Context: an optimization exercise on an open-source flow, tuned for small area. The choices shown serve that exercise and are no tape-out recipe.
The RTL was checked by simulation tests, not by an equivalence proof against the original design.
The flow treats the clock pin as an ideal source, which a real chip does not have.
No activity file was given, so power comes from the tool's default toggle rates.

== run A ==
Design synth_top, start of the top module:
module synth_top (
  input  logic                 clk_calc,
  input  logic                 rst_n,
  input  logic                 cmd_valid,
  input  synth_pkg::cmd_word_t cmd_data,
  output synth_pkg::sample_t   audio,
  output logic                 done_valid,
  output synth_pkg::bank_t     done_bank
);
Size in the first run: about 1300 cells after synthesis, ~0.013 mm^2 of cells after synthesis.
Settings: LEC_CHECK=0, CAP_MARGIN=0, CORE_MARGIN=2, CORE_UTILIZATION=40, CTS_BUF_LIST=sky130_fd_sc_hd__clkbuf_8, CTS_CLUSTER_SIZE=50, SLEW_MARGIN=0; clock period 8.0 ns.
run.sh (not shown) runs the stock make flow with config.mk's settings and CLKGATE_MAP_FILE= SYNTH_SCRIPT=/design/flow/synth_recipe.tcl, a recipe that flattens the netlist after the stock synthesis.
[inputs] run B vs run A
# run A
export LEC_CHECK = 0
export CAP_MARGIN = 0
export CORE_MARGIN = 2
export CORE_UTILIZATION = 40
export CTS_BUF_LIST = sky130_fd_sc_hd__clkbuf_8
export CTS_CLUSTER_SIZE = 50
export SLEW_MARGIN = 0
create_clock -name core_clock -period 8.0 [get_ports {clk_calc}]
# run B
export LEC_CHECK = 0
export CAP_MARGIN = 20
export CORE_MARGIN = 2
export CORE_UTILIZATION = 40
export SLEW_MARGIN = 20
create_clock -name core_clock -period 8.0 [get_ports {clk_calc}]
Findings:
- From run A to run B the numbers moved as follows: post-route total power shows an increase of about 1.3%; insertion delay to the later sink of the worst-skew pair roughly the same; antenna cell count level.
- Status: hold slack parity (run B, run A)
- Net count reported at finish (run B vs. run A) decreases slightly
- Count of sequential standard cells: run A vs run B — no meaningful difference
- Run B: met3 routed wirelength 130 um below run A
- Of run B and run A, run B shows the higher post-layout minimum cycle time, with run A below it.
- Non-clock buffer count (run B vs. run A) increases by a few percent
- Cmp run B vs run A: number of detailed-route iterations in the first pass lower in run B
Input changes introduced in run C (baseline for comparison: run B):
# run B
export LEC_CHECK = 0
export CAP_MARGIN = 20
export CORE_MARGIN = 2
export CORE_UTILIZATION = 40
export SLEW_MARGIN = 20
create_clock -name core_clock -period 8.0 [get_ports {clk_calc}]
# run C
export LEC_CHECK = 0
export CAP_MARGIN = 20
export CORE_MARGIN = 2
export CORE_UTILIZATION = 40
export CTS_BUF_LIST = sky130_fd_sc_hd__clkbuf_4
export CTS_CLUSTER_SIZE = 30
export SLEW_MARGIN = 20
create_clock -name core_clock -period 8.0 [get_ports {clk_calc}]
[summary]
- ~same sequential cell count in run B and run C
- On run C: clock network fraction of design power is 0.7 points lower than what run B gave.
- Relative to run B, area added between synthesis and finish has gone up in run C.
- Summary of run C over run B: post-route clock period utilization has increased, multi-input logic area has remained practically unchanged.

---

job 5920:
Another version of the RTL of synth_top (not shown whole).
Size in the first run: roughly 65 I/O pins, about 11000 µm² of cells after synthesis.
==> flow/config.mk <==
export PLATFORM = sky130hd
export DESIGN_NAME = synth_top
export DESIGN_NICKNAME = synth_top
export VERILOG_FILES = /design/flow/design.v
export SDC_FILE = /design/flow/constraint.sdc
export NUM_CORES = 4
export LEC_CHECK = 0
export CAP_MARGIN = 20
export CORE_MARGIN = 2
export CORE_UTILIZATION = 75
export SLEW_MARGIN = 20
==> flow/constraint.sdc <==
create_clock -name core_clock -period 8.0 [get_ports {clk_calc}]
set_input_delay 1.6000 -clock core_clock [delete_from_list [all_inputs] [get_ports {clk_calc}]]
set_output_delay 1.6000 -clock core_clock [all_outputs]
set_load 0.01 [all_outputs]
standard.sh (not shown) runs the stock make flow with config.mk's settings and CLKGATE_MAP_FILE= SYNTH_SCRIPT=/design/flow/synth_recipe.tcl, a recipe that flattens the netlist after the stock synthesis.
==> flow/flow/run.sh <==
#!/bin/bash
set -euo pipefail
export BUFFER_PORTS_ARGS="-buffer_cell sky130_fd_sc_hd__buf_1"
export CTS_ARGS="-sink_clustering_enable -repair_clock_nets -sink_clustering_size 28 -sink_clustering_max_diameter 120 -buf_list sky130_fd_sc_hd__clkbuf_16 -root_buf sky130_fd_sc_hd__clkbuf_8 -dont_use_dummy_load"
export POST_RESIZE_TCL="$PWD/flow/downsize.tcl"
export POST_CTS_TCL="$PWD/flow/downsize_cts.tcl"
bash standard.sh > standard.log 2>&1
==> flow/flow/downsize.tcl <==
# After placement's repair_design: give back slack as smaller cells.
log_cmd estimate_parasitics -placement
log_cmd repair_timing -recover_power 100 -setup_margin 0.5 -verbose
==> flow/flow/downsize_cts.tcl <==
# After clock tree synthesis: give back slack as smaller cells, then legalize.
log_cmd estimate_parasitics -placement
log_cmd repair_timing -recover_power 100 -setup_margin 0.5 -verbose
log_cmd detailed_placement
check_placement -verbose
Edits applied to the flow inputs when going from job 5920 to job 7212:
Settings: a change of CORE_UTILIZATION from 75 to 60.
==> flow/flow/run.sh <==
#!/bin/bash
set -euo pipefail
export BUFFER_PORTS_ARGS="-buffer_cell sky130_fd_sc_hd__buf_1"
export CTS_ARGS="-sink_clustering_enable -repair_clock_nets -sink_clustering_size 24 -sink_clustering_max_diameter 100 -buf_list sky130_fd_sc_hd__clkbuf_16 -dont_use_dummy_load"
export POST_RESIZE_TCL="$PWD/flow/downsize.tcl"
export POST_CTS_TCL="$PWD/flow/downsize_cts.tcl"
bash standard.sh > standard.log 2>&1
### Flow results
Diff job 5920 -> job 7212: proportion of power drawn by combinational gates went down 1.5 points, tightest hold margin went up 0.010 ns, cell count went up about 3.7%.
Changes in job 7685 relative to job 7212:
Settings: swapping 60 for 40 in CORE_UTILIZATION.
==> flow/flow/run.sh <==
#!/bin/bash
set -euo pipefail
export BUFFER_PORTS_ARGS="-buffer_cell sky130_fd_sc_hd__buf_1"
export CTS_ARGS="-sink_clustering_enable -repair_clock_nets -sink_clustering_size 24 -sink_clustering_max_diameter 100 -buf_list sky130_fd_sc_hd__clkbuf_16 -dont_use_dummy_load"
bash standard.sh > standard.log 2>&1
removed: flow/flow/downsize.tcl
removed: flow/flow/downsize_cts.tcl
Notes after the runs:
Job 7685 — core outline area 50% higher, job 7212 as reference
Part of the total power dissipated in the clock network: job 7685 vs job 7212 up 0.5 points
| internal power of the cells | job 7685 vs job 7212 | worse |
Job 7685 has worst hold slack below what job 7212 had.
Job 7212 → job 7685: share of final layout cell area taken by non-clock buffers held steady, die area grew by about 50%.
Here is what was changed in the inputs of job 3375 compared with job 7685.
Settings: changing CORE_UTILIZATION from 40 to 60.
==> flow/flow/run.sh <==
#!/bin/bash
set -euo pipefail
export BUFFER_PORTS_ARGS="-buffer_cell sky130_fd_sc_hd__buf_1"
export CTS_ARGS="-sink_clustering_enable -repair_clock_nets -sink_clustering_size 28 -sink_clustering_max_diameter 120 -buf_list sky130_fd_sc_hd__clkbuf_16 -root_buf sky130_fd_sc_hd__clkbuf_8 -dont_use_dummy_load"
export POST_RESIZE_TCL="$PWD/flow/downsize.tcl"
export POST_CTS_TCL="$PWD/flow/downsize_cts.tcl"
bash standard.sh > standard.log 2>&1
==> flow/flow/downsize.tcl (new file) <==
# After placement's repair_design: give back slack as smaller cells.
log_cmd estimate_parasitics -placement
log_cmd repair_timing -recover_power 100 -setup_margin 0.5 -verbose
==> flow/flow/downsize_cts.tcl (new file) <==
# After clock tree synthesis: give back slack as smaller cells, then legalize.
log_cmd estimate_parasitics -placement
log_cmd repair_timing -recover_power 100 -setup_margin 0.5 -verbose
log_cmd detailed_placement
check_placement -verbose
### Flow results
Post-layout instance area down 3.0% in job 3375 wrt job 7685. Layout overhead on the synthesized area in job 3375 is 3.2 points below job 7685. Delta (job 3375 minus job 7685): routed length on met3 has increased, worst voltage drop across the vdd grid fell by about 6%. Die size: job 3375 is under job 7685. Taking job 7685 as the reference, in job 3375 power consumption dropped 3.2%, register-to-register slack roughly the same.

==> afterwards: timing with drivers on the ports <==
In the flow no input, the clock included, has a driving cell. The finished layouts below were timed again as built, in two steps.
Step 1, drivers: a clkbuf_16 drives clk_calc and a buf_2 each remaining input, both assumed.
Step 2 adds t to the input delays and takes it off the output delays; t is the mean of the earliest and latest rising clock arrival at the registers after step 1. Input paths then give back, and output paths get back, about the clock's delay inside the block.
Slacks: ideal / step 1 / step 2; pairs: ideal / step 1.
run | t (ns) | setup WS [ns] | worst hold slack (ns)
run A | 0.593 | 3.500 / 3.500 / 3.444 | 0.326 / 0.326 / 0.326
run B | 0.597 | 3.474 / 3.474 / 3.474 | 0.324 / 0.324 / 0.324
run C | 0.728 | 3.439 / 3.439 / 3.439 | 0.321 / 0.321 / 0.321
job 5920 | 0.526 | 2.067 / 2.067 / 2.067 | 0.337 / 0.337 / 0.337
job 7212 | 0.512 | 2.229 / 2.229 / 2.229 | 0.347 / 0.347 / 0.347
job 7685 | 0.516 | 2.190 / 2.190 / 2.190 | 0.336 / 0.336 / 0.336
job 3375 | 0.536 | 2.184 / 2.184 / 2.184 | 0.345 / 0.345 / 0.345
After both steps every run listed still meets setup and hold. The setup slack of run A, which loses most, moves by 0.000 ns with the drivers and by -0.056 ns with both steps.
